This design comes from an exercise in tuning for small area, a short achievable clock period and few clock cycles on the open sky130 flow, not from production work.
Function was checked by simulation only, so behaviour that the tests miss may differ from the original.
Power and IR drop assume default switching activity.

`flow/run.sh`:
```
#!/bin/bash
# synth_recipe.tcl (not shown) runs the flow's synth.tcl, then flattens the netlist and writes it again
# the make line also repeats each setting of config.mk as NAME=value (left out here)
make -C /OpenROAD-flow-scripts/flow DESIGN_CONFIG=/design/flow/config.mk WORK_HOME=/design/flow/orfs CLKGATE_MAP_FILE= SYNTH_SCRIPT=/design/flow/synth_recipe.tcl finish
```
`flow/config.mk`:
```
export PLATFORM = sky130hd
export DESIGN_NAME = weight_update
export DESIGN_NICKNAME = weight_update
export VERILOG_FILES = /design/flow/design.v
export SDC_FILE = /design/flow/constraint.sdc
export NUM_CORES = 4
export LEC_CHECK = 0
export ABC_CLOCK_PERIOD_IN_PS = 2500
export CAP_MARGIN = 20
export CORE_MARGIN = 2
export CORE_UTILIZATION = 40
export SETUP_SLACK_MARGIN = 3.5
export SLEW_MARGIN = 20
export SYNTH_HIERARCHICAL = 1
export SYNTH_MINIMUM_KEEP_SIZE = 0
```
`flow/constraint.sdc`:
```
create_clock -name core_clock -period 6.0 [get_ports {clk}]
set_input_delay 1.2000 -clock core_clock [delete_from_list [all_inputs] [get_ports {clk}]]
set_output_delay 1.2000 -clock core_clock [all_outputs]
set_load 0.01 [all_outputs]
```
`flow/design.v`:
```
package wu_pkg;
   localparam int LANES  = 4;
   localparam int LANE_W = 16;
   localparam int WORD_W = LANES * LANE_W;
   localparam int ADDR_W = 24;
   localparam int LG_SLICE_WORDS = 3;
   localparam int SLICE_WORDS    = 1 << LG_SLICE_WORDS;
   localparam int LR_SHIFT = 3;
   localparam int NSLOT = 3;
   typedef logic        [WORD_W-1:0] word_t;
   typedef logic signed [LANE_W-1:0] lane_t;
   typedef logic        [ADDR_W-1:0] addr_t;
   typedef logic        [7:0]        node_t;
   typedef logic        [31:0]       len_t;
endpackage
`timescale 1ns/100ps
module sync_fifo #(
   parameter int DW    = 64,
   parameter int DEPTH = 3
) (
   input  logic          clk,
   input  logic          reset,
   input  logic [DW-1:0] wr_data,
   input  logic          wr_en,
   input  logic          rd_en,
   output logic [DW-1:0] rd_data,
   output logic          empty,
   output logic          full,
   output logic          empty_n,    
   output logic          full_n      
);
   localparam int PTR_W = (DEPTH > 1) ? $clog2(DEPTH) : 1;
   logic [DW-1:0]    mem [DEPTH];
   logic [PTR_W-1:0] wr_ptr;
   logic [PTR_W-1:0] rd_ptr;
   logic [PTR_W:0]   level;
   logic [PTR_W:0]   level_n;
   assign rd_data = mem[rd_ptr];
   always_comb begin
      level_n = level;
      if (wr_en && !rd_en) level_n = level + 1'b1;
      else if (rd_en && !wr_en) level_n = level - 1'b1;
   end
   assign empty_n = (level_n == '0);
   assign full_n  = (level_n == (PTR_W+1)'(DEPTH));
   always_ff @(posedge clk) begin
      if (wr_en) mem[wr_ptr] <= wr_data;
   end
   always_ff @(posedge clk) begin
      if (reset) begin
         wr_ptr <= '0;
         rd_ptr <= '0;
         level  <= '0;
         empty  <= 1'b1;
         full   <= 1'b0;
      end else begin
         if (wr_en) wr_ptr <= (wr_ptr == PTR_W'(DEPTH - 1)) ? '0 : wr_ptr + 1'b1;
         if (rd_en) rd_ptr <= (rd_ptr == PTR_W'(DEPTH - 1)) ? '0 : rd_ptr + 1'b1;
         level <= level_n;
         empty <= empty_n;
         full  <= full_n;
      end
   end
endmodule
`timescale 1ns/100ps
module slice_walker
(
   input  logic  clk,
   input  logic  reset,
   input  logic  start,
   input  logic  start_lin,     
   input  logic  lin,           
   input  logic  step,
   input  wu_pkg::node_t node_id,
   input  wu_pkg::node_t num_node,
   input  wu_pkg::len_t  total_length,
   output logic  addr_valid,
   output wu_pkg::addr_t addr,
   output logic  slice_done,    
   output logic  len_last       
);
   localparam int HI_W = wu_pkg::ADDR_W - wu_pkg::LG_SLICE_WORDS;
   wu_pkg::node_t first_slice;
   wu_pkg::node_t num_q;
   wu_pkg::node_t num_m1_q;
   logic          first0_q;
   logic                              active;
   logic [HI_W-1:0]                   hi;         
   logic [wu_pkg::LG_SLICE_WORDS-1:0] lo;
   wu_pkg::node_t                     si;         
   logic                              crossed_q;  
   logic                              at_own_q;
   logic                              at_last_q;
   logic [8:0]                        xq;         
   logic [HI_W-1:0]                   hi_next;
   logic [HI_W-1:0]                   hi_cur;
   logic                              slice_end;
   logic [HI_W:0]                     left;       
   logic [HI_W:0]                     left_dec;
   logic [HI_W:0]                     left_nz;    
   logic                              part;       
   logic                              le1_q, le2_q, le1;
   assign first_slice = (start_lin || (node_id == num_node - 1'b1)) ? 8'd0 : node_id + 1'b1;
   assign slice_end  = &lo;
   assign slice_done = step && slice_end;
   assign addr_valid = active;
   assign hi_cur     = crossed_q ? hi_next : hi;
   assign addr       = {hi_cur, lo};
   fast_add #(.W(HI_W)) i_hi_add (
      .a (hi), .b ({{(HI_W-9){xq[8]}}, xq}), .cin (1'b1), .sum (hi_next), .cout ()
   );
   assign left_nz[0] = left[0];
   for (genvar i = 1; i <= HI_W; i++) begin : g_dec
      assign left_nz[i] = |left[i:0];
      assign left_dec[i] = left[i] ^ !left_nz[i-1];
   end
   assign left_dec[0] = !left[0];
   assign part  = (total_length[2:0] != 3'd0);
   assign le1_q = (left[HI_W:1] == '0) && !(left[0] && part);
   assign le2_q = (left[HI_W:2] == '0) && !(left[1] && (left[0] || part));
   assign le1   = crossed_q ? le2_q : le1_q;
   assign len_last = le1 && (lo == total_length[2:0] - 3'd1);
   always_ff @(posedge clk) begin
      num_q     <= num_node;
      num_m1_q  <= num_node - 1'b1;
      first0_q  <= (node_id == num_node - 1'b1);
      at_own_q  <= (si == node_id);
      at_last_q <= (si == num_m1_q);
      if (lin) xq <= 9'd0;
      else if (at_own_q) xq <= first0_q ? 9'd0 : {1'b0, num_q};
      else if (at_last_q) xq <= ~{1'b0, num_m1_q};
      else xq <= 9'd0;
   end
   always_ff @(posedge clk) begin
      if (reset) begin
         active    <= 1'b0;
         crossed_q <= 1'b0;
         hi        <= '0;
         lo        <= '0;
         si        <= '0;
         left      <= '0;
      end else if (start) begin
         active    <= 1'b1;
         crossed_q <= 1'b0;
         hi        <= HI_W'(first_slice);
         lo        <= '0;
         si        <= first_slice;
         left      <= total_length[wu_pkg::ADDR_W:3];
      end else begin
         if (step) lo <= lo + 1'b1;
         crossed_q <= step && slice_end;
         if (step && slice_end && at_own_q && le1) active <= 1'b0;
         if (crossed_q) begin
            hi <= hi_next;
            si <= at_last_q ? 8'd0 : si + 1'b1;
            if (!le1_q) left <= left_dec;
         end
      end
   end
endmodule
`timescale 1ns/100ps
module add_xor #(
   parameter int W = 16
) (
   input  logic [W-1:0] a,
   input  logic [W-1:0] b,
   output logic [W-1:0] y
);
   assign y = a ^ b;
endmodule
module add_and #(
   parameter int W = 16
) (
   input  logic [W-1:0] a,
   input  logic [W-1:0] b,
   output logic [W-1:0] y
);
   assign y = a & b;
endmodule
module add_tree #(
   parameter int W = 16
) (
   input  logic [W-1:0] p_in,
   input  logic [W-1:0] g_in,
   input  logic         cin,
   output logic [W-1:0] c       
);
   localparam int LV = (W > 1) ? $clog2(W) : 1;
   logic [W-1:0] g [LV+1];
   logic [W-1:0] p [LV+1];
   assign g[0] = g_in | {{(W-1){1'b0}}, p_in[0] & cin};
   assign p[0] = p_in;
   for (genvar l = 0; l < LV; l++) begin : g_lv
      for (genvar i = 0; i < W; i++) begin : g_bit
         if ((i >> l) & 1) begin : g_join
            localparam int J = ((i >> l) << l) - 1;
            assign g[l+1][i] = g[l][i] | (p[l][i] & g[l][J]);
            assign p[l+1][i] = p[l][i] & p[l][J];
         end else begin : g_pass
            assign g[l+1][i] = g[l][i];
            assign p[l+1][i] = p[l][i];
         end
      end
   end
   assign c = g[LV];
endmodule
module add_sum #(
   parameter int W = 16
) (
   input  logic [W-1:0] p,
   input  logic [W-1:0] c,
   input  logic         cin,
   output logic [W-1:0] sum
);
   assign sum = p ^ {c[W-2:0], cin};
endmodule
module fast_add #(
   parameter int W = 16
) (
   input  logic [W-1:0] a,
   input  logic [W-1:0] b,
   input  logic         cin,
   output logic [W-1:0] sum,
   output logic         cout
);
   logic [W-1:0] p, g, c;
   add_xor  #(.W(W)) i_p    (.a (a), .b (b), .y (p));
   add_and  #(.W(W)) i_g    (.a (a), .b (b), .y (g));
   add_tree #(.W(W)) i_tree (.p_in (p), .g_in (g), .cin (cin), .c (c));
   add_sum  #(.W(W)) i_sum  (.p (p), .c (c), .cin (cin), .sum (sum));
   assign cout = c[W-1];
endmodule
`timescale 1ns/100ps
module weight_update
(
   input  logic  clk,
   input  logic  reset,
   input  logic  cmd_valid,
   input  logic  cmd_init,
   output logic  cmd_ready,
   input  wu_pkg::word_t weight_in,
   input  logic  weight_valid,
   output logic  weight_ready,
   input  wu_pkg::word_t gradient_in,
   input  logic  gradient_valid,
   output logic  gradient_ready,
   output wu_pkg::word_t result_out,
   output logic  result_valid,
   input  logic  result_ready,
   input  wu_pkg::len_t  total_length,
   input  wu_pkg::node_t node_id,
   input  wu_pkg::node_t num_node,
   output wu_pkg::addr_t avs_address,
   output wu_pkg::word_t avs_writedata,
   output logic  avs_read,
   output logic  avs_write,
   input  wu_pkg::word_t avs_readdata,
   input  logic  avs_waitrequest,
   input  logic  avs_readdatavalid
);
   localparam int CNT_W = $clog2(wu_pkg::NSLOT + 1);
   localparam int HI_W  = wu_pkg::ADDR_W - wu_pkg::LG_SLICE_WORDS;
   typedef enum logic [1:0] {S_IDLE, S_INIT, S_WALK} state_t;
   state_t        state, state_n;
   logic          cmd_rdy_q;
   logic          init_done, init_done_n;
   logic          wrdy_q;          
   logic          grdy_q;          
   logic [CNT_W-1:0] rd_cnt;       
   wu_pkg::word_t upd_q;           
   logic          w_need, w_need_n;      
   logic          res_need, res_need_n;  
   logic          rd_act;
   wu_pkg::addr_t rd_addr;
   logic          rd_cross;
   wu_pkg::addr_t wr_addr;
   logic [HI_W-1:0] wr_prev_hi;
   logic [wu_pkg::LG_SLICE_WORDS-1:0] wr_lo;
   logic          wr_behind;
   wu_pkg::word_t head;
   logic          head_empty, head_empty_n;
   logic          buf_full, buf_full_n;
   localparam int GL_W = wu_pkg::LANE_W - wu_pkg::LR_SHIFT;
   logic [wu_pkg::LANES*GL_W-1:0] gsh_q;    
   logic          g_full, g_full_n;
   logic          g_take;
   wu_pkg::word_t upd_word;
   logic bus_free, wr_acc, upd_free, load, w_take;
   logic wr_cand, rd_cand, issue_rd, issue_wr;
   logic walk_start, init_end, walk_end, cmd_acc;
   logic in_init, in_walk, take_last;
   assign in_init = (state == S_INIT);
   assign in_walk = (state == S_WALK);
   for (genvar i = 0; i < wu_pkg::LANES; i++) begin : g_lane
      logic [GL_W-1:0] gl;
      assign gl = gsh_q[i*GL_W +: GL_W];
      fast_add #(.W(wu_pkg::LANE_W)) i_sub (
         .a   (head[i*wu_pkg::LANE_W +: wu_pkg::LANE_W]),
         .b   (~{{wu_pkg::LR_SHIFT{gl[GL_W-1]}}, gl}),
         .cin (1'b1),
         .sum (upd_word[i*wu_pkg::LANE_W +: wu_pkg::LANE_W]),
         .cout ()
      );
   end
   assign cmd_ready      = cmd_rdy_q;
   assign cmd_acc        = cmd_valid && cmd_rdy_q;
   assign weight_ready   = wrdy_q;
   assign gradient_ready = grdy_q;
   assign result_valid   = res_need;
   assign result_out     = upd_q;
   assign avs_writedata  = upd_q;
   assign bus_free = !(avs_read || avs_write) || !avs_waitrequest;
   assign wr_acc   = avs_write && !avs_waitrequest;
   assign upd_free = (!w_need || wr_acc) && (!res_need || result_ready);
   assign w_take = wrdy_q && weight_valid;
   assign g_take = grdy_q && gradient_valid;
   assign load   = !head_empty && upd_free && (in_init || (in_walk && g_full));
   assign wr_cand  = load || (w_need && !avs_write);
   assign rd_cand  = in_walk && rd_act && (rd_cnt < CNT_W'(wu_pkg::NSLOT));
   assign issue_rd = bus_free && rd_cand;
   assign issue_wr = bus_free && !rd_cand && wr_cand;
   assign init_end   = in_init && init_done && head_empty && (!w_need || wr_acc);
   assign walk_start = (cmd_acc && !cmd_init) || init_end;
   assign walk_end   = in_walk && !rd_act && (rd_cnt == '0) && upd_free;
   slice_walker i_walker (
      .clk (clk), .reset (reset),
      .start (walk_start || cmd_acc), .start_lin ((state == S_IDLE) && cmd_init), .lin (in_init),
      .step (in_init ? w_take : issue_rd),
      .node_id (node_id), .num_node (num_node), .total_length (total_length),
      .addr_valid (rd_act), .addr (rd_addr), .slice_done (rd_cross), .len_last (take_last)
   );
   assign wr_addr = {wr_behind ? wr_prev_hi : rd_addr[wu_pkg::ADDR_W-1:wu_pkg::LG_SLICE_WORDS], wr_lo};
   always_ff @(posedge clk) begin
      if (rd_cross) wr_prev_hi <= rd_addr[wu_pkg::ADDR_W-1:wu_pkg::LG_SLICE_WORDS];
      if (reset || walk_start || cmd_acc) begin
         wr_lo     <= '0;
         wr_behind <= 1'b0;
      end else begin
         if (issue_wr) wr_lo <= wr_lo + 1'b1;
         if (rd_cross != (issue_wr && (&wr_lo))) wr_behind <= rd_cross;
      end
   end
   sync_fifo #(.DW(wu_pkg::WORD_W), .DEPTH(wu_pkg::NSLOT)) i_buf (
      .clk (clk), .reset (reset),
      .wr_data (in_init ? weight_in : avs_readdata), .wr_en (in_init ? w_take : avs_readdatavalid),
      .rd_en (load), .rd_data (head), .empty (head_empty), .full (buf_full),
      .empty_n (head_empty_n), .full_n (buf_full_n)
   );
   always_comb begin
      state_n = state;
      case (state)
         S_IDLE:  if (cmd_acc) state_n = cmd_init ? S_INIT : S_WALK;
         S_INIT:  if (init_end) state_n = S_WALK;
         S_WALK:  if (walk_end) state_n = S_IDLE;
         default: state_n = S_IDLE;
      endcase
      w_need_n   = load ? 1'b1 : (w_need && !wr_acc);
      res_need_n = load ? in_walk : (res_need && !result_ready);
      init_done_n = cmd_acc ? 1'b0 : (init_done || (w_take && take_last));
      g_full_n    = g_take || (g_full && !load);
   end
   always_ff @(posedge clk) begin
      if (reset || g_take || load) begin
         for (int i = 0; i < wu_pkg::LANES; i++) begin
            gsh_q[i*GL_W +: GL_W] <= (g_take && !reset) ? gradient_in[i*wu_pkg::LANE_W + wu_pkg::LR_SHIFT +: GL_W] : '0;
         end
      end
   end
   always_ff @(posedge clk) begin
      if (load) upd_q <= upd_word;
      if (issue_rd) avs_address <= rd_addr;
      else if (issue_wr) avs_address <= wr_addr;
   end
   always_ff @(posedge clk) begin
      if (reset) begin
         state     <= S_IDLE;
         cmd_rdy_q <= 1'b0;
         init_done <= 1'b0;
         wrdy_q    <= 1'b0;
         grdy_q    <= 1'b0;
         g_full    <= 1'b0;
         rd_cnt    <= '0;
         w_need    <= 1'b0;
         res_need  <= 1'b0;
         avs_read  <= 1'b0;
         avs_write <= 1'b0;
      end else begin
         if (bus_free) begin
            avs_read  <= issue_rd;
            avs_write <= issue_wr;
         end
         rd_cnt    <= rd_cnt + CNT_W'(issue_rd) - CNT_W'(load && in_walk);
         state     <= state_n;
         w_need    <= w_need_n;
         res_need  <= res_need_n;
         init_done <= init_done_n;
         cmd_rdy_q <= (state_n == S_IDLE);
         wrdy_q    <= (state_n == S_INIT) && !init_done_n && !buf_full_n;
         g_full    <= g_full_n;
         grdy_q    <= (state_n == S_WALK) && !g_full_n &&
                      ((rd_cnt + CNT_W'(issue_rd) - CNT_W'(load && in_walk)) != '0);
      end
   end
endmodule
```
==> report_table.html, run 1 <==
<table>
<tr><th>Metric</th><th>Value</th></tr>
<tr><th colspan="2">Status</th></tr>
<tr><td>Status</td><td>complete, no violations</td></tr>
<tr><th colspan="2">Timing</th></tr>
<tr><td>Final Critical Period</td><td>between 2000 and 3000 ps</td></tr>
<tr><td>Peak clock frequency supported by timing</td><td>approximately 370 MHz</td></tr>
<tr><td>Worst slack on hold paths</td><td>~430 ps</td></tr>
<tr><td>RSZ-0062 raised after global routing</td><td>true</td></tr>
<tr><td>Number of setup violations in the final report</td><td>0</td></tr>
<tr><td>Final count of hold timing violations</td><td>0</td></tr>
<tr><td>Pins over their slew limit</td><td>0</td></tr>
<tr><td>Setup TNS Final</td><td>0 ps</td></tr>
<tr><td>Crit share post-route</td><td>between 40% and 50%</td></tr>
<tr><td>Skew final</td><td>12.8 ps</td></tr>
<tr><td>Headroom to the max-slew limit</td><td>32.4%</td></tr>
<tr><td>Slew of the pin with the lowest slew margin</td><td>approximately 1000 ps</td></tr>
<tr><th colspan="2">Global route</th></tr>
<tr><td>Global-route total usage across every layer</td><td>between 20 and 25%</td></tr>
<tr><td>Antenna violations before repair</td><td>4</td></tr>
<tr><td>Maximum number of pins on one net before global-route repair</td><td>65</td></tr>
<tr><td>Vias in the first global route</td><td>approximately 17000</td></tr>
<tr><td>Global-route wire length before repair</td><td>94800 µm</td></tr>
<tr><td>GR Overflow Total</td><td>0</td></tr>
<tr><th colspan="2">Floorplan</th></tr>
<tr><td>Die width</td><td>244 µm</td></tr>
<tr><td>Area enclosed by the die boundary</td><td>0.0594 mm²</td></tr>
<tr><td>Total I/O pin count</td><td>between 400 and 500</td></tr>
<tr><td>Die Ht</td><td>approximately 240 µm</td></tr>
<tr><td>Starting Density</td><td>40.6%</td></tr>
<tr><td>Core Footprint</td><td>between 0.05 and 0.06 mm²</td></tr>
<tr><td>Standard-cell rows</td><td>between 80 and 90</td></tr>
<tr><th colspan="2">Placed design</th></tr>
<tr><td>Half-perimeter wire length of the detailed placement result</td><td>a little under 40000 µm</td></tr>
<tr><td>Port Buf Inserts</td><td>387</td></tr>
<tr><td>Final RePlAce weighted congestion</td><td>approximately 0.84</td></tr>
<tr><th colspan="2">Layout</th></tr>
<tr><td>Final net count</td><td>about 2900</td></tr>
<tr><td>Area occupied by multi-input gates</td><td>0.0103 mm²</td></tr>
<tr><td>FF+latch area</td><td>between 0.01 and 0.015 mm²</td></tr>
<tr><td>Commonest non-fill, non-tap cell in the layout</td><td>sky130_fd_sc_hd__edfxtp_1</td></tr>
<tr><td>Fraction of final layout cells sized beyond drive strength 1</td><td>24.8%</td></tr>
<tr><td>Leading cell types in the layout, fill and taps excluded</td><td>sky130_fd_sc_hd__edfxtp_1 (353), sky130_fd_sc_hd__nand2_1 (310), sky130_fd_sc_hd__clkdlybuf4s50_1 (208)</td></tr>
<tr><td>Fillers</td><td>4775</td></tr>
<tr><td>End-of-flow core utilization</td><td>a little under three fifths</td></tr>
<tr><td>Area Growth Syn to Fin</td><td>39.3%</td></tr>
<tr><th colspan="2">Logic synthesis</th></tr>
<tr><td>Mapped Cells</td><td>approximately 2100</td></tr>
<tr><td>Synth warnings</td><td>15</td></tr>
<tr><td>Syn avg cell area</td><td>between 10 and 15 µm²</td></tr>
<tr><td>Combined area of all synthesized cells</td><td>0.0230 mm²</td></tr>
<tr><th colspan="2">Worst setup path</th></tr>
<tr><td>Worst-path maximum fanout</td><td>5</td></tr>
<tr><td>WP data required</td><td>approximately 6300 ps</td></tr>
<tr><td>Cell with the largest stage delay on the worst path</td><td>sky130_fd_sc_hd__dfxtp_4</td></tr>
<tr><td>Worst Setup End Kind</td><td>flip-flop</td></tr>
<tr><td>Category of the worst setup path launch point</td><td>flip-flop</td></tr>
<tr><td>Worst stage delay on the critical path</td><td>360 ps</td></tr>
<tr><td>Critical path data arrival time</td><td>between 3000 and 4000 ps</td></tr>
<tr><td>Kind of critical path</td><td>reg2reg</td></tr>
<tr><td>Worst path cell trace</td><td>buf_12 &gt; buf_16 &gt; buf_4 &gt; buf_12 &gt; mux2i_1 &gt; o21ai_0 &gt; xor2_1 &gt; nand4_1 &gt; buf_4 &gt; o311ai_4 &gt; xor2_1</td></tr>
<tr><th colspan="2">Clock network</th></tr>
<tr><td>CTS max path bufs</td><td>3</td></tr>
<tr><td>Number of clock sinks</td><td>464</td></tr>
<tr><td>Cts bufs inserted</td><td>53</td></tr>
<tr><td>Clock tree from TritonCTS</td><td>yes</td></tr>
<tr><td>Root Buffer Master</td><td>sky130_fd_sc_hd__clkbuf_16</td></tr>
<tr><td>Maximum level of the CTS H-tree</td><td>2</td></tr>
<tr><td>Worst-path clk slew</td><td>around 60 ps</td></tr>
<tr><td>Clock insertion delay at the later pin of the skew report</td><td>around 600 ps</td></tr>
<tr><th colspan="2">Routing</th></tr>
<tr><td>Via-to-Cell Ratio</td><td>~4.9</td></tr>
<tr><td>Via count</td><td>~17000</td></tr>
<tr><td>Number of optimization iterations in the first detailed-route pass</td><td>5</td></tr>
<tr><td>Total wirelength of the detailed-routed design</td><td>roughly 64000 µm</td></tr>
<tr><td>Antenna Violating Nets Remaining</td><td>0</td></tr>
<tr><td>First DRT Iteration DRCs</td><td>between 700 and 800</td></tr>
<tr><td>Routed wirelength normalized by instance count</td><td>18.7 µm</td></tr>
<tr><td>Remaining routing DRC violations</td><td>0</td></tr>
<tr><th colspan="2">Power and ir drop</th></tr>
<tr><td>Pwr per Cell Area</td><td>~270 mW/mm²</td></tr>
<tr><td>Leak Pwr</td><td>12.5 nW</td></tr>
<tr><td>Worst IR Drop VDD</td><td>about 0.22 mV</td></tr>
<tr><th colspan="2">Min path</th></tr>
<tr><td>Worst hold-check path type</td><td>reg2reg</td></tr>
<tr><th colspan="2">Run</th></tr>
<tr><td>Maximum capacitance violations</td><td>0</td></tr>
</table>
worst paths after layout:
| check | start | depth (start not counted) | slack (ps) | endpoint |
|---|---|---|---|---|
| max | flip-flop | 11 | 3290 | upd_q[45] |
| min | i_walker.num_q[3] | 2 | 430 | i_walker.xq[3] |
| max reg2reg | flip-flop | 11 | 3290 | upd_q[45] |
| min reg2reg | i_walker.num_q[3] | 2 | 430 | i_walker.xq[3] |
per-stage QoR:
step	instances	setup slack [ps]	power, mW	area (µm²)
CTS	3342	3310	8.66	30900
detailed placement	3117	2070	4.88	27600
finish	3408	3290	8.74	32000
global placement	3117	2120	4.84	27600
global route	3405	3180	9.07	32000
floorplan	2097	2320	4.47	23500
worst max-delay path: cells and delay by family (launching register included):
kind | cells | cell delay (ps)
AOI/OAI and AO/OA | 2 | 550
muxes | 1 | 100
and+or+nand+nor | 1 | 220
buffers and inverters | 5 | 770
xor gates and xnor gates | 2 | 420
DFF | 1 | 360
cell type report:
| cell class | instances | area share (%) |
|---|---|---|
| Clock buffer | 70 | 4.63 |
| Sequential cell | 464 | 40.1 |
| Multi-Input combinational cell | 1399 | 32.1 |
| Tap cell | 756 | 2.95 |
| Inverter | 98 | 1.30 |
| Clock inverter | 28 | 1.54 |
| Antenna cell | 4 | 0.0313 |
| Timing Repair Buffer | 588 | 17.3 |
| Timing Repair inverter | 1 | 0.0234 |
state kept, by name (all words and copies together) (netlist names), 2 cells and up, named ones only:
name	flops
i_buf.wr_ptr	2
i_buf.mem	192
i_walker.si	8
wr_lo	3
gsh_q	52
i_walker.num_m1_q	8
avs_address	24
wr_prev_hi	21
rd_cnt	2
i_walker.hi	21
i_buf.rd_ptr	2
i_walker.lo	3
i_buf.level	3
i_walker.xq	9
i_walker.left	22
state	2
i_walker.num_q	8
upd_q	64
routing by layer:
layer,global-route usage [%],vias to the layer above,part of all wire [%]
met5,0,-,0.014
met4,5.99,2,2.8
met3,3.41,99,4.5
met2,36.5,384,51
met1,25.7,8174,42
li1,-,8201,-
where the power goes:
group | internal, mW | switching, mW | leakage [nW]
Sequential | 3.65 | 0.0715 | 4.17
Combinational | 0.651 | 0.723 | 7.40
Clock | 2.33 | 1.31 | 0.969
Total | 6.64 | 2.10 | 12.5
repair_timing:
item	CTS	global route
hold buffers	0	0
resized for setup	580	204
pin swaps	101	93
gates cloned	6	3
endpoints found under the setup margin	775	182
setup buffers	121	59
Testbench counts, summed over its fixed seeds: cycles 20,526.
==> run 2, diff against run 1 <==
--- a/flow/config.mk
+++ b/flow/config.mk
@@ -8,7 +8,7 @@
 export ABC_CLOCK_PERIOD_IN_PS = 2500
 export CAP_MARGIN = 20
 export CORE_MARGIN = 2
-export CORE_UTILIZATION = 40
+export CORE_UTILIZATION = 65
 export SETUP_SLACK_MARGIN = 3.5
 export SLEW_MARGIN = 20
 export SYNTH_HIERARCHICAL = 1
==> report_table.html, run 2 <==
<table>
<tr><th>Metric</th><th>Value</th></tr>
<tr><th colspan="2">Global route</th></tr>
<tr><td>GR Overflow Total</td><td>0 (unchanged)</td></tr>
<tr><td>Global-route wire length before repair</td><td>96600 µm (was 94800 µm)</td></tr>
<tr><td>Vias in the first global route</td><td>17995 (was 16838)</td></tr>
<tr><td>Global-route total usage across every layer</td><td>34.4% (was 20.6%)</td></tr>
<tr><td>Antenna violations before repair</td><td>8 (was 4)</td></tr>
<tr><td>Maximum number of pins on one net before global-route repair</td><td>65 (unchanged)</td></tr>
<tr><th colspan="2">Timing</th></tr>
<tr><td>Final Critical Period</td><td>2890 ps (was 2710 ps)</td></tr>
<tr><td>Peak clock frequency supported by timing</td><td>346 MHz (was 368 MHz)</td></tr>
<tr><td>Setup TNS Final</td><td>0 ps (unchanged)</td></tr>
<tr><td>Slew of the pin with the lowest slew margin</td><td>1170 ps (was 1010 ps)</td></tr>
<tr><td>Crit share post-route</td><td>48.2% (was 45.2%)</td></tr>
<tr><td>Pins over their slew limit</td><td>0 (unchanged)</td></tr>
<tr><td>RSZ-0062 raised after global routing</td><td>true (unchanged)</td></tr>
<tr><td>Headroom to the max-slew limit</td><td>21.8% (was 32.4%)</td></tr>
<tr><td>Final count of hold timing violations</td><td>0 (unchanged)</td></tr>
<tr><td>Worst slack on hold paths</td><td>460 ps (was 429 ps)</td></tr>
<tr><td>Skew final</td><td>22.1 ps (was 12.8 ps)</td></tr>
<tr><td>Worst Setup Slack, final</td><td>3110 ps (was 3290 ps)</td></tr>
<tr><td>Number of setup violations in the final report</td><td>0 (unchanged)</td></tr>
<tr><th colspan="2">Clock network</th></tr>
<tr><td>Clock tree from TritonCTS</td><td>yes (unchanged)</td></tr>
<tr><td>Root Buffer Master</td><td>sky130_fd_sc_hd__clkbuf_16 (unchanged)</td></tr>
<tr><td>CTS max path bufs</td><td>3 (unchanged)</td></tr>
<tr><td>Number of clock sinks</td><td>464 (unchanged)</td></tr>
<tr><td>Clock insertion delay at the later pin of the skew report</td><td>560 ps (was 600 ps)</td></tr>
<tr><td>Worst-path clk slew</td><td>60 ps (about the same)</td></tr>
<tr><td>Maximum level of the CTS H-tree</td><td>2 (unchanged)</td></tr>
<tr><td>Cts bufs inserted</td><td>48 (was 53)</td></tr>
<tr><td>Number of hold buffers added after CTS</td><td>0 (unchanged)</td></tr>
<tr><th colspan="2">Run</th></tr>
<tr><td>Maximum capacitance violations</td><td>0 (unchanged)</td></tr>
<tr><th colspan="2">Placed design</th></tr>
<tr><td>Half-perimeter wire length of the detailed placement result</td><td>37300 µm (was 39300 µm)</td></tr>
<tr><td>Area after detailed placement</td><td>0.0272 mm² (was 0.0276 mm²)</td></tr>
<tr><td>Cell Count Post-Placement</td><td>2813 (was 3117)</td></tr>
<tr><td>Final RePlAce weighted congestion</td><td>0.917 (was 0.843)</td></tr>
<tr><td>Setup slack after placement</td><td>2020 ps (was 2070 ps)</td></tr>
<tr><td>Port Buf Inserts</td><td>387 (unchanged)</td></tr>
<tr><th colspan="2">Layout</th></tr>
<tr><td>Fraction of final layout cells sized beyond drive strength 1</td><td>23.0% (was 24.8%)</td></tr>
<tr><td>Registers with the most flip-flops</td><td>i_buf.mem x192, upd_q x64, gsh_q x52 (unchanged)</td></tr>
<tr><td>Post-route standard cell area excluding fillers</td><td>0.0315 mm² (was 0.0320 mm²)</td></tr>
<tr><td>End-of-flow core utilization</td><td>90.8% (was 56.6%)</td></tr>
<tr><td>Max FFs per register</td><td>192 (unchanged)</td></tr>
<tr><td>Area Growth Syn to Fin</td><td>37.0% (was 39.3%)</td></tr>
<tr><td>Non-filler cells in the finished layout</td><td>3106 (was 3408)</td></tr>
<tr><td>Fillers</td><td>1331 (was 4775)</td></tr>
<tr><td>Commonest non-fill, non-tap cell in the layout</td><td>sky130_fd_sc_hd__edfxtp_1 (unchanged)</td></tr>
<tr><td>Largest register by flop count</td><td>i_buf.mem (unchanged)</td></tr>
<tr><td>Leading cell types in the layout, fill and taps excluded</td><td>sky130_fd_sc_hd__edfxtp_1 (353), sky130_fd_sc_hd__nand2_1 (309), sky130_fd_sc_hd__clkdlybuf4s50_1 (209) (was sky130_fd_sc_hd__edfxtp_1 (353), sky130_fd_sc_hd__nand2_1 (310), sky130_fd_sc_hd__clkdlybuf4s50_1 (208))</td></tr>
<tr><td>Final net count</td><td>2869 (was 2872)</td></tr>
<tr><th colspan="2">Worst setup path</th></tr>
<tr><td>Category of the worst setup path launch point</td><td>flip-flop (unchanged)</td></tr>
<tr><td>Critical path data arrival time</td><td>3150 ps (was 3040 ps)</td></tr>
<tr><td>Kind of critical path</td><td>reg2reg (unchanged)</td></tr>
<tr><td>WP data required</td><td>6260 ps (was 6320 ps)</td></tr>
<tr><td>Worst Setup End Kind</td><td>flip-flop (unchanged)</td></tr>
<tr><td>Worst-path maximum fanout</td><td>12 (was 5)</td></tr>
<tr><th colspan="2">Status</th></tr>
<tr><td>Status</td><td>complete, no violations (unchanged)</td></tr>
<tr><th colspan="2">Routing</th></tr>
<tr><td>Antenna Violating Nets Remaining</td><td>0 (unchanged)</td></tr>
<tr><td>Number of optimization iterations in the first detailed-route pass</td><td>6 (was 5)</td></tr>
<tr><td>Routed wirelength normalized by instance count</td><td>24.6 µm (was 18.7 µm)</td></tr>
<tr><td>Via count</td><td>19352 (was 16860)</td></tr>
<tr><td>Remaining routing DRC violations</td><td>0 (unchanged)</td></tr>
<tr><td>First DRT Iteration DRCs</td><td>1763 (was 774)</td></tr>
<tr><td>Via-to-Cell Ratio</td><td>6.23 (was 4.95)</td></tr>
<tr><td>Total wirelength of the detailed-routed design</td><td>76400 µm (was 63800 µm)</td></tr>
<tr><th colspan="2">Floorplan</th></tr>
<tr><td>Starting Density</td><td>66.2% (was 40.6%)</td></tr>
<tr><td>Die width</td><td>192 µm (was 244 µm)</td></tr>
<tr><td>Standard-cell rows</td><td>68 (was 87)</td></tr>
<tr><td>Die Ht</td><td>192 µm (was 244 µm)</td></tr>
<tr><td>Area enclosed by the die boundary</td><td>0.0369 mm² (was 0.0594 mm²)</td></tr>
<tr><td>Core Footprint</td><td>0.0347 mm² (was 0.0566 mm²)</td></tr>
<tr><td>Total I/O pin count</td><td>407 (unchanged)</td></tr>
<tr><th colspan="2">Power and ir drop</th></tr>
<tr><td>Pwr per Cell Area</td><td>260 mW/mm² (was 273 mW/mm²)</td></tr>
<tr><td>Power after layout</td><td>8.19 mW (was 8.74 mW)</td></tr>
<tr><td>Worst IR Drop VDD</td><td>0.283 mV (was 0.218 mV)</td></tr>
<tr><td>Leak Pwr</td><td>12.4 nW (was 12.5 nW)</td></tr>
<tr><th colspan="2">Logic synthesis</th></tr>
<tr><td>Mapped Cells</td><td>2089 (unchanged)</td></tr>
<tr><td>Combined area of all synthesized cells</td><td>0.0230 mm² (unchanged)</td></tr>
<tr><td>Synth warnings</td><td>15 (unchanged)</td></tr>
<tr><td>Syn avg cell area</td><td>11.0 µm² (unchanged)</td></tr>
<tr><th colspan="2">Min path</th></tr>
<tr><td>Worst hold-check path type</td><td>reg2reg (unchanged)</td></tr>
</table>
## run 2: layout make-up
type / count / area, µm² / area share (%)
clock buffers: 67 / 1370 / 4.34
inverters: 98 / 415 / 1.32
flip-flops and latches: 464 / 12800 / 40.8
diodes: 9 / 22.5 / 0.0715
repair inverters: 1 / 5.00 / 0.0159
well taps: 455 / 569 / 1.81
clock inverters: 23 / 169 / 0.536
repair buffers: 586 / 5630 / 17.9
multi-input cells: 1403 / 10500 / 33.3
## run 2: repair_timing
| item | CTS | global route |
|---|---|---|
| cloned | 10 | 0 |
| gates resized for setup | 373 | 241 |
| setup endpoints to repair | 707 | 246 |
| pin swaps | 94 | 103 |
| buffers inserted | 124 | 60 |
## run 2: power by group
part	internal (mW)	leakage, nW	switching (mW)	total [mW]
Combinational	0.658	7.52	0.834	1.49
Sequential	3.65	4.17	0.0857	3.74
Clock	1.68	0.752	1.28	2.96
## run 2: layer usage
metal | GRT usage (%) | up-vias | wire, µm | share of wire, %
li1 | - | 8206 | - | -
met1 | 39.6 | 9370 | 25000 | 33
met2 | 63.0 | 1419 | 38700 | 51
met3 | 4.81 | 357 | 7610 | 10
met4 | 16.4 | 0 | 5060 | 6.6
met5 | 0 | - | 0 | 0
## run 2: worst paths after layout
check,depth (start not counted),slack [ps],startpoint,to
hold reg to reg,2,460,i_walker.num_q[3],i_walker.xq[3]
setup reg to reg,10,3110,flip-flop,upd_q[61]
setup / recovery,10,3110,flip-flop,upd_q[61]
hold / removal,2,460,i_walker.num_q[3],i_walker.xq[3]
## run 2: worst max-delay path, cell delays in order, from the launching register on
cell,delay (ps)
sky130_fd_sc_hd__dfxtp_4,350
sky130_fd_sc_hd__buf_12,150
sky130_fd_sc_hd__buf_16,170
sky130_fd_sc_hd__mux2i_1,140
sky130_fd_sc_hd__o21ai_0,330
sky130_fd_sc_hd__xor2_1,370
sky130_fd_sc_hd__nand4_1,280
sky130_fd_sc_hd__a21oi_4,300
sky130_fd_sc_hd__nor2_4,80
sky130_fd_sc_hd__o311ai_2,280
sky130_fd_sc_hd__xor2_1,140
==> run 3, diff against run 2 <==
--- a/flow/config.mk
+++ b/flow/config.mk
@@ -8,7 +8,9 @@
 export ABC_CLOCK_PERIOD_IN_PS = 2500
 export CAP_MARGIN = 20
 export CORE_MARGIN = 2
-export CORE_UTILIZATION = 65
+export CORE_UTILIZATION = 40
+export CTS_BUF_LIST = sky130_fd_sc_hd__clkbuf_4 sky130_fd_sc_hd__clkbuf_8
+export CTS_CLUSTER_SIZE = 30
 export SETUP_SLACK_MARGIN = 3.5
 export SLEW_MARGIN = 20
 export SYNTH_HIERARCHICAL = 1
==> report_table.html, run 3 <==
<table>
<tr><th>Metric</th><th>Value</th></tr>
<tr><th colspan="2">Timing</th></tr>
<tr><td>Final Critical Period</td><td>2680 ps (was 2890 ps)</td></tr>
<tr><td>Slew of the pin with the lowest slew margin</td><td>1150 ps (was 1170 ps)</td></tr>
<tr><td>Crit share post-route</td><td>44.7% (was 48.2%)</td></tr>
<tr><td>Headroom to the max-slew limit</td><td>23.4% (was 21.8%)</td></tr>
<tr><td>Final count of hold timing violations</td><td>0 (unchanged)</td></tr>
<tr><td>Number of setup violations in the final report</td><td>0 (unchanged)</td></tr>
<tr><td>RSZ-0062 raised after global routing</td><td>true (unchanged)</td></tr>
<tr><td>Skew final</td><td>21.9 ps (was 22.1 ps)</td></tr>
<tr><td>Pins over their slew limit</td><td>0 (unchanged)</td></tr>
<tr><td>Peak clock frequency supported by timing</td><td>372 MHz (was 346 MHz)</td></tr>
<tr><td>Setup TNS Final</td><td>0 ps (unchanged)</td></tr>
<tr><th colspan="2">Power and ir drop</th></tr>
<tr><td>Pwr per Cell Area</td><td>258 mW/mm² (was 260 mW/mm²)</td></tr>
<tr><td>Leak Pwr</td><td>12.3 nW (was 12.4 nW)</td></tr>
<tr><td>Power after layout</td><td>8.07 mW (was 8.19 mW)</td></tr>
<tr><td>Share of total power in combinational logic</td><td>16.8% (was 18.2%)</td></tr>
<tr><td>Register share of total power</td><td>46.2% (was 45.6%)</td></tr>
<tr><td>Proportion of power drawn by the clock network</td><td>37.0% (was 36.1%)</td></tr>
<tr><td>Power dissipated by switching net loads</td><td>2.09 mW (was 2.20 mW)</td></tr>
<tr><td>Net Sw Frac</td><td>25.9% (was 26.8%)</td></tr>
<tr><td>Cell Int Power</td><td>5.98 mW (was 5.99 mW)</td></tr>
<tr><td>Worst IR Drop VDD</td><td>0.142 mV (was 0.283 mV)</td></tr>
<tr><th colspan="2">Layout</th></tr>
<tr><td>Commonest non-fill, non-tap cell in the layout</td><td>sky130_fd_sc_hd__edfxtp_1 (unchanged)</td></tr>
<tr><td>Registers with the most flip-flops</td><td>i_buf.mem x192, upd_q x64, gsh_q x52 (unchanged)</td></tr>
<tr><td>Area Growth Syn to Fin</td><td>35.9% (was 37.0%)</td></tr>
<tr><td>Post-route standard cell area excluding fillers</td><td>0.0312 mm² (was 0.0315 mm²)</td></tr>
<tr><td>Fraction of final layout cells sized beyond drive strength 1</td><td>28.7% (was 23.0%)</td></tr>
<tr><td>Non-filler cells in the finished layout</td><td>3446 (was 3106)</td></tr>
<tr><td>Max FFs per register</td><td>192 (unchanged)</td></tr>
<tr><td>Fillers</td><td>4852 (was 1331)</td></tr>
<tr><td>Leading cell types in the layout, fill and taps excluded</td><td>sky130_fd_sc_hd__edfxtp_1 (353), sky130_fd_sc_hd__nand2_1 (310), sky130_fd_sc_hd__clkdlybuf4s50_1 (209) (was sky130_fd_sc_hd__edfxtp_1 (353), sky130_fd_sc_hd__nand2_1 (309), sky130_fd_sc_hd__clkdlybuf4s50_1 (209))</td></tr>
<tr><td>Final net count</td><td>2894 (was 2869)</td></tr>
<tr><td>Largest register by flop count</td><td>i_buf.mem (unchanged)</td></tr>
<tr><th colspan="2">Global route</th></tr>
<tr><td>Maximum number of pins on one net before global-route repair</td><td>65 (unchanged)</td></tr>
<tr><td>Global-route total usage across every layer</td><td>20.9% (was 34.4%)</td></tr>
<tr><td>GR Overflow Total</td><td>0 (unchanged)</td></tr>
<tr><td>Antenna violations before repair</td><td>7 (was 8)</td></tr>
<tr><td>Vias in the first global route</td><td>17116 (was 17995)</td></tr>
<tr><td>Global-route wire length before repair</td><td>95500 µm (was 96600 µm)</td></tr>
<tr><th colspan="2">Clock network</th></tr>
<tr><td>Clock insertion delay at the later pin of the skew report</td><td>660 ps (was 560 ps)</td></tr>
<tr><td>Root Buffer Master</td><td>sky130_fd_sc_hd__clkbuf_8 (was sky130_fd_sc_hd__clkbuf_16)</td></tr>
<tr><td>Number of clock sinks</td><td>464 (unchanged)</td></tr>
<tr><td>Worst-path clk slew</td><td>60 ps (about the same)</td></tr>
<tr><td>CTS max path bufs</td><td>3 (unchanged)</td></tr>
<tr><td>Cts bufs inserted</td><td>83 (was 48)</td></tr>
<tr><td>Maximum level of the CTS H-tree</td><td>3 (was 2)</td></tr>
<tr><td>Clock tree from TritonCTS</td><td>yes (unchanged)</td></tr>
<tr><th colspan="2">Placed design</th></tr>
<tr><td>Final RePlAce weighted congestion</td><td>0.843 (was 0.917)</td></tr>
<tr><td>Area after detailed placement</td><td>0.0276 mm² (was 0.0272 mm²)</td></tr>
<tr><td>Half-perimeter wire length of the detailed placement result</td><td>39300 µm (was 37300 µm)</td></tr>
<tr><td>Port Buf Inserts</td><td>387 (unchanged)</td></tr>
<tr><td>Cell Count Post-Placement</td><td>3117 (was 2813)</td></tr>
<tr><th colspan="2">Logic synthesis</th></tr>
<tr><td>Synth warnings</td><td>15 (unchanged)</td></tr>
<tr><td>Combined area of all synthesized cells</td><td>0.0230 mm² (unchanged)</td></tr>
<tr><td>Mapped Cells</td><td>2089 (unchanged)</td></tr>
<tr><td>Syn avg cell area</td><td>11.0 µm² (unchanged)</td></tr>
<tr><th colspan="2">Routing</th></tr>
<tr><td>Total wirelength of the detailed-routed design</td><td>64400 µm (was 76400 µm)</td></tr>
<tr><td>Remaining routing DRC violations</td><td>0 (unchanged)</td></tr>
<tr><td>Via-to-Cell Ratio</td><td>4.97 (was 6.23)</td></tr>
<tr><td>Via count</td><td>17128 (was 19352)</td></tr>
<tr><td>Routed wirelength normalized by instance count</td><td>18.7 µm (was 24.6 µm)</td></tr>
<tr><td>First DRT Iteration DRCs</td><td>812 (was 1763)</td></tr>
<tr><td>Antenna Violating Nets Remaining</td><td>0 (unchanged)</td></tr>
<tr><td>Number of optimization iterations in the first detailed-route pass</td><td>5 (was 6)</td></tr>
<tr><th colspan="2">Floorplan</th></tr>
<tr><td>Starting Density</td><td>40.6% (was 66.2%)</td></tr>
<tr><td>Standard-cell rows</td><td>87 (was 68)</td></tr>
<tr><td>Die width</td><td>244 µm (was 192 µm)</td></tr>
<tr><td>Total I/O pin count</td><td>407 (unchanged)</td></tr>
<tr><td>Area enclosed by the die boundary</td><td>0.0594 mm² (was 0.0369 mm²)</td></tr>
<tr><td>Core Footprint</td><td>0.0566 mm² (was 0.0347 mm²)</td></tr>
<tr><td>Die Ht</td><td>244 µm (was 192 µm)</td></tr>
<tr><th colspan="2">Worst setup path</th></tr>
<tr><td>Worst-path maximum fanout</td><td>8 (was 12)</td></tr>
<tr><td>Worst stage delay on the critical path</td><td>380 ps (was 370 ps)</td></tr>
<tr><td>Buffer and inverter count on the worst path</td><td>1 (was 2)</td></tr>
<tr><td>WP data required</td><td>6390 ps (was 6260 ps)</td></tr>
<tr><td>Category of the worst setup path launch point</td><td>flip-flop (unchanged)</td></tr>
<tr><td>Kind of critical path</td><td>reg2reg (unchanged)</td></tr>
<tr><td>Critical path data arrival time</td><td>3070 ps (was 3150 ps)</td></tr>
<tr><td>Cell with the largest stage delay on the worst path</td><td>sky130_fd_sc_hd__or3_4 (was sky130_fd_sc_hd__xor2_1)</td></tr>
<tr><td>Slack of the worst reg-to-reg path</td><td>3320 ps (was 3110 ps)</td></tr>
<tr><td>Worst Setup End Kind</td><td>flip-flop (unchanged)</td></tr>
<tr><td>Worst path cell trace</td><td>buf_12 &gt; xor2_2 &gt; nand4_1 &gt; nor2b_1 &gt; or3_4 &gt; a21o_1 &gt; a31o_1 &gt; xor2_1 &gt; mux2_4 &gt; mux2_2 (was buf_12 &gt; buf_16 &gt; mux2i_1 &gt; o21ai_0 &gt; xor2_1 &gt; nand4_1 &gt; a21oi_4 &gt; nor2_4 &gt; o311ai_2 &gt; xor2_1)</td></tr>
<tr><td>Cell type group with the largest total delay on the critical path</td><td>simple AND/OR/NAND/NOR gates (was compound AO/OA/AOI/OAI gates)</td></tr>
<tr><th colspan="2">Min path</th></tr>
<tr><td>Worst hold-check path type</td><td>reg2reg (unchanged)</td></tr>
<tr><th colspan="2">Status</th></tr>
<tr><td>Status</td><td>complete, no violations (unchanged)</td></tr>
<tr><th colspan="2">Run</th></tr>
<tr><td>Maximum capacitance violations</td><td>0 (unchanged)</td></tr>
</table>
==> run 3: stage by stage <==
step	utilization [%]	setup WS, ps	hold WS (ps)
after detailed placement	48.8	2070	421
final	55.2	3320	435
after global routing	55.2	3210	485
after global placement	48.8	2120	429
after CTS	53.0	3320	437
after floorplan	-	2320	401
==> run 3: worst min-delay path, delay by kind of cell, from the launching register on <==
family / cells / cell delay [ps]
and+or+nand+nor: 1 / 40
AOI/OAI and AO/OA: 1 / 50
DFF: 1 / 310
==> run 3: metal layers <==
layer  global-route usage (%)  wire length [µm]  vias up
met5                        0                 9        -
met4                     9.38              2030        2
met3                     3.95              3120      104
met2                     35.4             31900      470
met1                     25.8             27400     8290
li1                         -                 -     8262
==> run 3: power by group through the flow <==
stage	Combinational [mW]	Sequential [mW]	Clock, mW
after detailed placement	1.08	3.79	0
after global routing	1.47	3.74	3.23
final	1.35	3.73	2.99
after CTS	1.22	3.72	3.10
after global placement	1.06	3.79	0
after floorplan	0.691	3.78	0
==> run 3: worst paths after layout <==
| check | startpoint | cells after the start | end |
|---|---|---|---|
| worst max-delay path | i_walker.xq[8] | 10 | avs_address[18] |
| worst min-delay path | i_walker.num_q[3] | 2 | i_walker.xq[3] |
| worst max register to register | i_walker.xq[8] | 10 | avs_address[18] |
| worst min register to register | i_walker.num_q[3] | 2 | i_walker.xq[3] |
==> run 3: area by class of cell <==
type | count | area [µm²] | share of cell area [%]
well taps | 756 | 946 | 3.03
repair buffers | 580 | 5110 | 16.4
diodes | 6 | 15.0 | 0.0481
flip-flops and latches | 464 | 12900 | 41.1
repair inverters | 1 | 7.51 | 0.0240
clock inverters | 36 | 304 | 0.973
multi-input cells | 1399 | 10200 | 32.8
clock buffers | 106 | 1350 | 4.33
inverters | 98 | 417 | 1.33
==> run 3: repair_timing <==
item / CTS / global route
buffers inserted: 109 / 61
gates resized for setup: 775 / 186
hold endpoints to repair: 0 / 0
hold buffers: 0 / 0
cloned: 8 / 3
pin swaps: 69 / 98
setup endpoints to repair: 774 / 194
==> run 4, diff against run 3 <==
==> flow/flow/run.sh (new file) <==
#!/bin/bash
# Standard layout, with the smallest buffer as the port buffer instead of
# the default delay buffer; the timing repairs upsize it where needed.
set -euo pipefail
bash standard.sh "BUFFER_PORTS_ARGS=-buffer_cell sky130_fd_sc_hd__buf_1" finish > standard.log 2>&1
==> flow/standard.sh (new file) <==
#!/bin/bash
# synth_recipe.tcl (not shown) runs the flow's synth.tcl, then flattens the netlist and writes it again
# the make line also repeats each setting of config.mk as NAME=value (left out here)
make -C /OpenROAD-flow-scripts/flow DESIGN_CONFIG=/design/flow/config.mk WORK_HOME=/design/flow/orfs CLKGATE_MAP_FILE= SYNTH_SCRIPT=/design/flow/synth_recipe.tcl "${@:-finish}"
--- a/flow/config.mk
+++ b/flow/config.mk
@@ -9,8 +9,6 @@
 export CAP_MARGIN = 20
 export CORE_MARGIN = 2
 export CORE_UTILIZATION = 40
-export CTS_BUF_LIST = sky130_fd_sc_hd__clkbuf_4 sky130_fd_sc_hd__clkbuf_8
-export CTS_CLUSTER_SIZE = 30
 export SETUP_SLACK_MARGIN = 3.5
 export SLEW_MARGIN = 20
 export SYNTH_HIERARCHICAL = 1
removed: flow/run.sh
==> report_table.html, run 4 <==
<table>
<tr><th>Metric</th><th>Value</th></tr>
<tr><th colspan="2">Status</th></tr>
<tr><td>Status</td><td>complete, no violations (unchanged)</td></tr>
<tr><th colspan="2">Layout</th></tr>
<tr><td>Max FFs per register</td><td>192 (unchanged)</td></tr>
<tr><td>Leading cell types in the layout, fill and taps excluded</td><td>sky130_fd_sc_hd__buf_1 (379), sky130_fd_sc_hd__edfxtp_1 (353), sky130_fd_sc_hd__nand2_1 (310) (was sky130_fd_sc_hd__edfxtp_1 (353), sky130_fd_sc_hd__nand2_1 (310), sky130_fd_sc_hd__clkdlybuf4s50_1 (209))</td></tr>
<tr><td>Area Growth Syn to Fin</td><td>27.7% (was 35.9%)</td></tr>
<tr><td>Fillers</td><td>4988 (was 4852)</td></tr>
<tr><td>Area occupied by multi-input gates</td><td>0.0102 mm² (unchanged)</td></tr>
<tr><td>Largest register by flop count</td><td>i_buf.mem (unchanged)</td></tr>
<tr><td>End-of-flow core utilization</td><td>51.9% (was 55.2%)</td></tr>
<tr><td>FF+latch area</td><td>0.0128 mm² (was 0.0129 mm²)</td></tr>
<tr><td>Commonest non-fill, non-tap cell in the layout</td><td>sky130_fd_sc_hd__buf_1 (was sky130_fd_sc_hd__edfxtp_1)</td></tr>
<tr><td>Fraction of final layout cells sized beyond drive strength 1</td><td>20.3% (was 28.7%)</td></tr>
<tr><td>Registers with the most flip-flops</td><td>i_buf.mem x192, upd_q x64, gsh_q x52 (unchanged)</td></tr>
<tr><td>Final net count</td><td>2849 (was 2894)</td></tr>
<tr><th colspan="2">Worst setup path</th></tr>
<tr><td>Worst-path maximum fanout</td><td>4 (was 8)</td></tr>
<tr><td>Cell with the largest stage delay on the worst path</td><td>sky130_fd_sc_hd__or3_4 (unchanged)</td></tr>
<tr><td>Worst Setup End Kind</td><td>flip-flop (unchanged)</td></tr>
<tr><td>Critical path data arrival time</td><td>3020 ps (was 3070 ps)</td></tr>
<tr><td>Levels on crit path</td><td>10 (unchanged)</td></tr>
<tr><td>WP data required</td><td>6360 ps (was 6390 ps)</td></tr>
<tr><td>Reg2Reg Launch Point</td><td>i_walker.xq[5] (was i_walker.xq[8])</td></tr>
<tr><td>Category of the worst setup path launch point</td><td>flip-flop (unchanged)</td></tr>
<tr><td>Worst stage delay on the critical path</td><td>380 ps (about the same)</td></tr>
<tr><td>Start point of the critical path</td><td>i_walker.xq[5] (was i_walker.xq[8])</td></tr>
<tr><td>Buffer and inverter count on the worst path</td><td>0 (was 1)</td></tr>
<tr><td>Reg-to-reg endpoint</td><td>avs_address[18] (unchanged)</td></tr>
<tr><td>Capture point of the critical path</td><td>avs_address[18] (unchanged)</td></tr>
<tr><td>Worst Reg2Reg Path Length in Cells</td><td>10 (unchanged)</td></tr>
<tr><td>Cell type group with the largest total delay on the critical path</td><td>compound AO/OA/AOI/OAI gates (was simple AND/OR/NAND/NOR gates)</td></tr>
<tr><td>Kind of critical path</td><td>reg2reg (unchanged)</td></tr>
<tr><td>Worst path cell trace</td><td>xor2_1 &gt; a21oi_1 &gt; o21ai_1 &gt; nor2b_2 &gt; or3_4 &gt; a21o_1 &gt; a31o_1 &gt; xor2_1 &gt; mux2_4 &gt; mux2_2 (was buf_12 &gt; xor2_2 &gt; nand4_1 &gt; nor2b_1 &gt; or3_4 &gt; a21o_1 &gt; a31o_1 &gt; xor2_1 &gt; mux2_4 &gt; mux2_2)</td></tr>
<tr><td>Slack of the worst reg-to-reg path</td><td>3340 ps (was 3320 ps)</td></tr>
<tr><td>Cell mode on critical path</td><td>sky130_fd_sc_hd__xor2_1</td></tr>
<tr><th colspan="2">Logic synthesis</th></tr>
<tr><td>Combined area of all synthesized cells</td><td>0.0230 mm² (unchanged)</td></tr>
<tr><td>Syn avg cell area</td><td>11.0 µm² (unchanged)</td></tr>
<tr><td>Mapped Cells</td><td>2089 (unchanged)</td></tr>
<tr><td>Synth warnings</td><td>15 (unchanged)</td></tr>
<tr><th colspan="2">Clock network</th></tr>
<tr><td>Clock insertion delay at the later pin of the skew report</td><td>610 ps (was 660 ps)</td></tr>
<tr><td>Clock tree from TritonCTS</td><td>yes (unchanged)</td></tr>
<tr><td>Number of clock sinks</td><td>464 (unchanged)</td></tr>
<tr><td>Root Buffer Master</td><td>sky130_fd_sc_hd__clkbuf_16 (was sky130_fd_sc_hd__clkbuf_8)</td></tr>
<tr><td>Cts bufs inserted</td><td>52 (was 83)</td></tr>
<tr><td>Worst-path clk slew</td><td>60 ps (about the same)</td></tr>
<tr><td>CTS max path bufs</td><td>3 (unchanged)</td></tr>
<tr><td>Maximum level of the CTS H-tree</td><td>2 (was 3)</td></tr>
<tr><th colspan="2">Global route</th></tr>
<tr><td>Maximum number of pins on one net before global-route repair</td><td>65 (unchanged)</td></tr>
<tr><td>GR Overflow Total</td><td>0 (unchanged)</td></tr>
<tr><td>Global-route wire length before repair</td><td>88900 µm (was 95500 µm)</td></tr>
<tr><td>Vias in the first global route</td><td>16127 (was 17116)</td></tr>
<tr><td>Global-route total usage across every layer</td><td>19.2% (was 20.9%)</td></tr>
<tr><td>Antenna violations before repair</td><td>2 (was 7)</td></tr>
<tr><th colspan="2">Routing</th></tr>
<tr><td>Number of optimization iterations in the first detailed-route pass</td><td>5 (unchanged)</td></tr>
<tr><td>Via-to-Cell Ratio</td><td>4.99 (was 4.97)</td></tr>
<tr><td>Total wirelength of the detailed-routed design</td><td>61500 µm (was 64400 µm)</td></tr>
<tr><td>Via count</td><td>16885 (was 17128)</td></tr>
<tr><td>Routed wirelength normalized by instance count</td><td>18.2 µm (was 18.7 µm)</td></tr>
<tr><td>Remaining routing DRC violations</td><td>0 (unchanged)</td></tr>
<tr><td>Antenna Violating Nets Remaining</td><td>0 (unchanged)</td></tr>
<tr><td>First DRT Iteration DRCs</td><td>755 (was 812)</td></tr>
<tr><th colspan="2">Power and ir drop</th></tr>
<tr><td>Power after layout</td><td>8.11 mW (was 8.07 mW)</td></tr>
<tr><td>Worst IR Drop VDD</td><td>0.240 mV (was 0.142 mV)</td></tr>
<tr><td>Pwr per Cell Area</td><td>276 mW/mm² (was 258 mW/mm²)</td></tr>
<tr><td>Leak Pwr</td><td>11.1 nW (was 12.3 nW)</td></tr>
<tr><th colspan="2">Floorplan</th></tr>
<tr><td>Standard-cell rows</td><td>87 (unchanged)</td></tr>
<tr><td>Die width</td><td>244 µm (unchanged)</td></tr>
<tr><td>Total I/O pin count</td><td>407 (unchanged)</td></tr>
<tr><td>Area enclosed by the die boundary</td><td>0.0594 mm² (unchanged)</td></tr>
<tr><td>Core Footprint</td><td>0.0566 mm² (unchanged)</td></tr>
<tr><td>Die Ht</td><td>244 µm (unchanged)</td></tr>
<tr><td>Starting Density</td><td>40.6% (unchanged)</td></tr>
<tr><th colspan="2">Timing</th></tr>
<tr><td>Pins over their slew limit</td><td>0 (unchanged)</td></tr>
<tr><td>Setup TNS Final</td><td>0 ps (unchanged)</td></tr>
<tr><td>Slew of the pin with the lowest slew margin</td><td>1010 ps (was 1150 ps)</td></tr>
<tr><td>Number of setup violations in the final report</td><td>0 (unchanged)</td></tr>
<tr><td>Crit share post-route</td><td>44.4% (was 44.7%)</td></tr>
<tr><td>Worst Setup Slack, final</td><td>3340 ps (was 3320 ps)</td></tr>
<tr><td>Final Critical Period</td><td>2660 ps (was 2680 ps)</td></tr>
<tr><td>Peak clock frequency supported by timing</td><td>375 MHz (was 372 MHz)</td></tr>
<tr><td>Final count of hold timing violations</td><td>0 (unchanged)</td></tr>
<tr><td>Skew final</td><td>13.5 ps (was 21.9 ps)</td></tr>
<tr><td>RSZ-0062 raised after global routing</td><td>true (unchanged)</td></tr>
<tr><td>Headroom to the max-slew limit</td><td>32.9% (was 23.4%)</td></tr>
<tr><th colspan="2">Min path</th></tr>
<tr><td>Worst hold-check path type</td><td>reg2reg (unchanged)</td></tr>
<tr><th colspan="2">Placed design</th></tr>
<tr><td>Half-perimeter wire length of the detailed placement result</td><td>37500 µm (was 39300 µm)</td></tr>
<tr><td>Port Buf Inserts</td><td>387 (unchanged)</td></tr>
<tr><td>Setup slack after placement</td><td>2230 ps (was 2070 ps)</td></tr>
<tr><td>Final RePlAce weighted congestion</td><td>0.903 (was 0.843)</td></tr>
<tr><th colspan="2">Run</th></tr>
<tr><td>Maximum capacitance violations</td><td>0 (unchanged)</td></tr>
</table>
run 4: what timing repair did:
item / 4_1_cts / 5_1_grt
pin swaps: 59 / 102
hold endpoints to repair: 0 / 0
resized for setup: 100 / 183
gates cloned: 6 / 4
setup endpoints to repair: 621 / 241
hold buffers: 0 / 0
setup buffers: 83 / 74
run 4: worst min-delay path by stage:
| stage | slack (ps) | endpoint | cells after the start | from |
|---|---|---|---|---|
| floorplan | 400 | i_walker.xq[0] | 2 | i_walker.num_q[0] |
| global placement | 430 | i_walker.xq[4] | 2 | i_walker.num_q[4] |
| detailed placement | 420 | i_walker.xq[4] | 2 | i_walker.num_q[4] |
| CTS | 440 | i_walker.xq[4] | 2 | i_walker.num_q[4] |
| global route | 470 | i_walker.xq[3] | 2 | i_walker.num_q[3] |
| finish | 440 | i_walker.xq[3] | 2 | i_walker.num_q[3] |
run 4: per-layer routing:
layer / GRT usage, % / vias up / part of all wire (%)
li1: - / 8164 / -
met1: 23.9 / 8240 / 42
met2: 34.2 / 387 / 51
met3: 2.99 / 92 / 4.1
met4: 5.95 / 2 / 2.7
met5: 0 / - / 0.020
run 4: through the flow:
| stage | instance area (µm²) | hold slack [ps] | std cells |
|---|---|---|---|
| after floorplan | 23500 | 401 | 2097 |
| after global placement | 25200 | 429 | 3117 |
| after detailed placement | 25200 | 424 | 3117 |
| after CTS | 28000 | 439 | 3301 |
| after global routing | 29400 | 469 | 3380 |
| final | 29400 | 439 | 3381 |
run 4: layout make-up:
class	instances	share of cell area, %
multi-input cells	1400	34.9
well taps	756	3.22
repair inverters	1	0.0256
diodes	2	0.0170
clock inverters	26	0.946
inverters	98	1.40
repair buffers	565	11.0
clock buffers	69	4.79
flip-flops and latches	464	43.7
run 4: worst min-delay path: cells and delay by family, from the launching register on:
kind | cells | cell delay [ps]
and+or+nand+nor | 1 | 40
AOI/OAI and AO/OA | 1 | 60
DFF | 1 | 310
run 4: report_power, final:
group | internal [mW] | leakage, nW | total (mW) | switching, mW
combinational | 0.516 | 6.10 | 1.22 | 0.701
clock | 1.86 | 0.824 | 3.17 | 1.30
sequential | 3.65 | 4.17 | 3.73 | 0.0726
total | 6.03 | 11.1 | 8.11 | 2.08

-- static timing again, ports no longer ideal --
Ports are ideal in the flow. The routed layouts listed here were re-timed in OpenROAD. Step 1 assumes that a clkbuf_16 drives the clock port and a buf_2 every other input. Step 2, shift: input delay + t, output delay - t, t = (earliest + latest rising clock arrival at the registers) / 2. This alone moves slack from input paths to output paths. Three values: ideal ports, drivers, drivers and shift; two values: the first two.
run | t, ns | setup WS [ns] | worst hold slack (ns)
run 1 | 0.645 | 3.286 / 3.286 / 2.921 | 0.429 / 0.429 / 0.429
run 2 | 0.607 | 3.110 / 3.110 / 2.670 | 0.460 / 0.460 / 0.460
run 3 | 0.702 | 3.315 / 3.315 / 2.851 | 0.435 / 0.435 / 0.435
run 4 | 0.654 | 3.336 / 3.336 / 2.931 | 0.439 / 0.439 / 0.439
After both steps setup and hold are still met in every run listed. For run 3, which loses most, drivers alone change the setup slack by 0.000 ns; drivers and shift together by -0.464 ns.
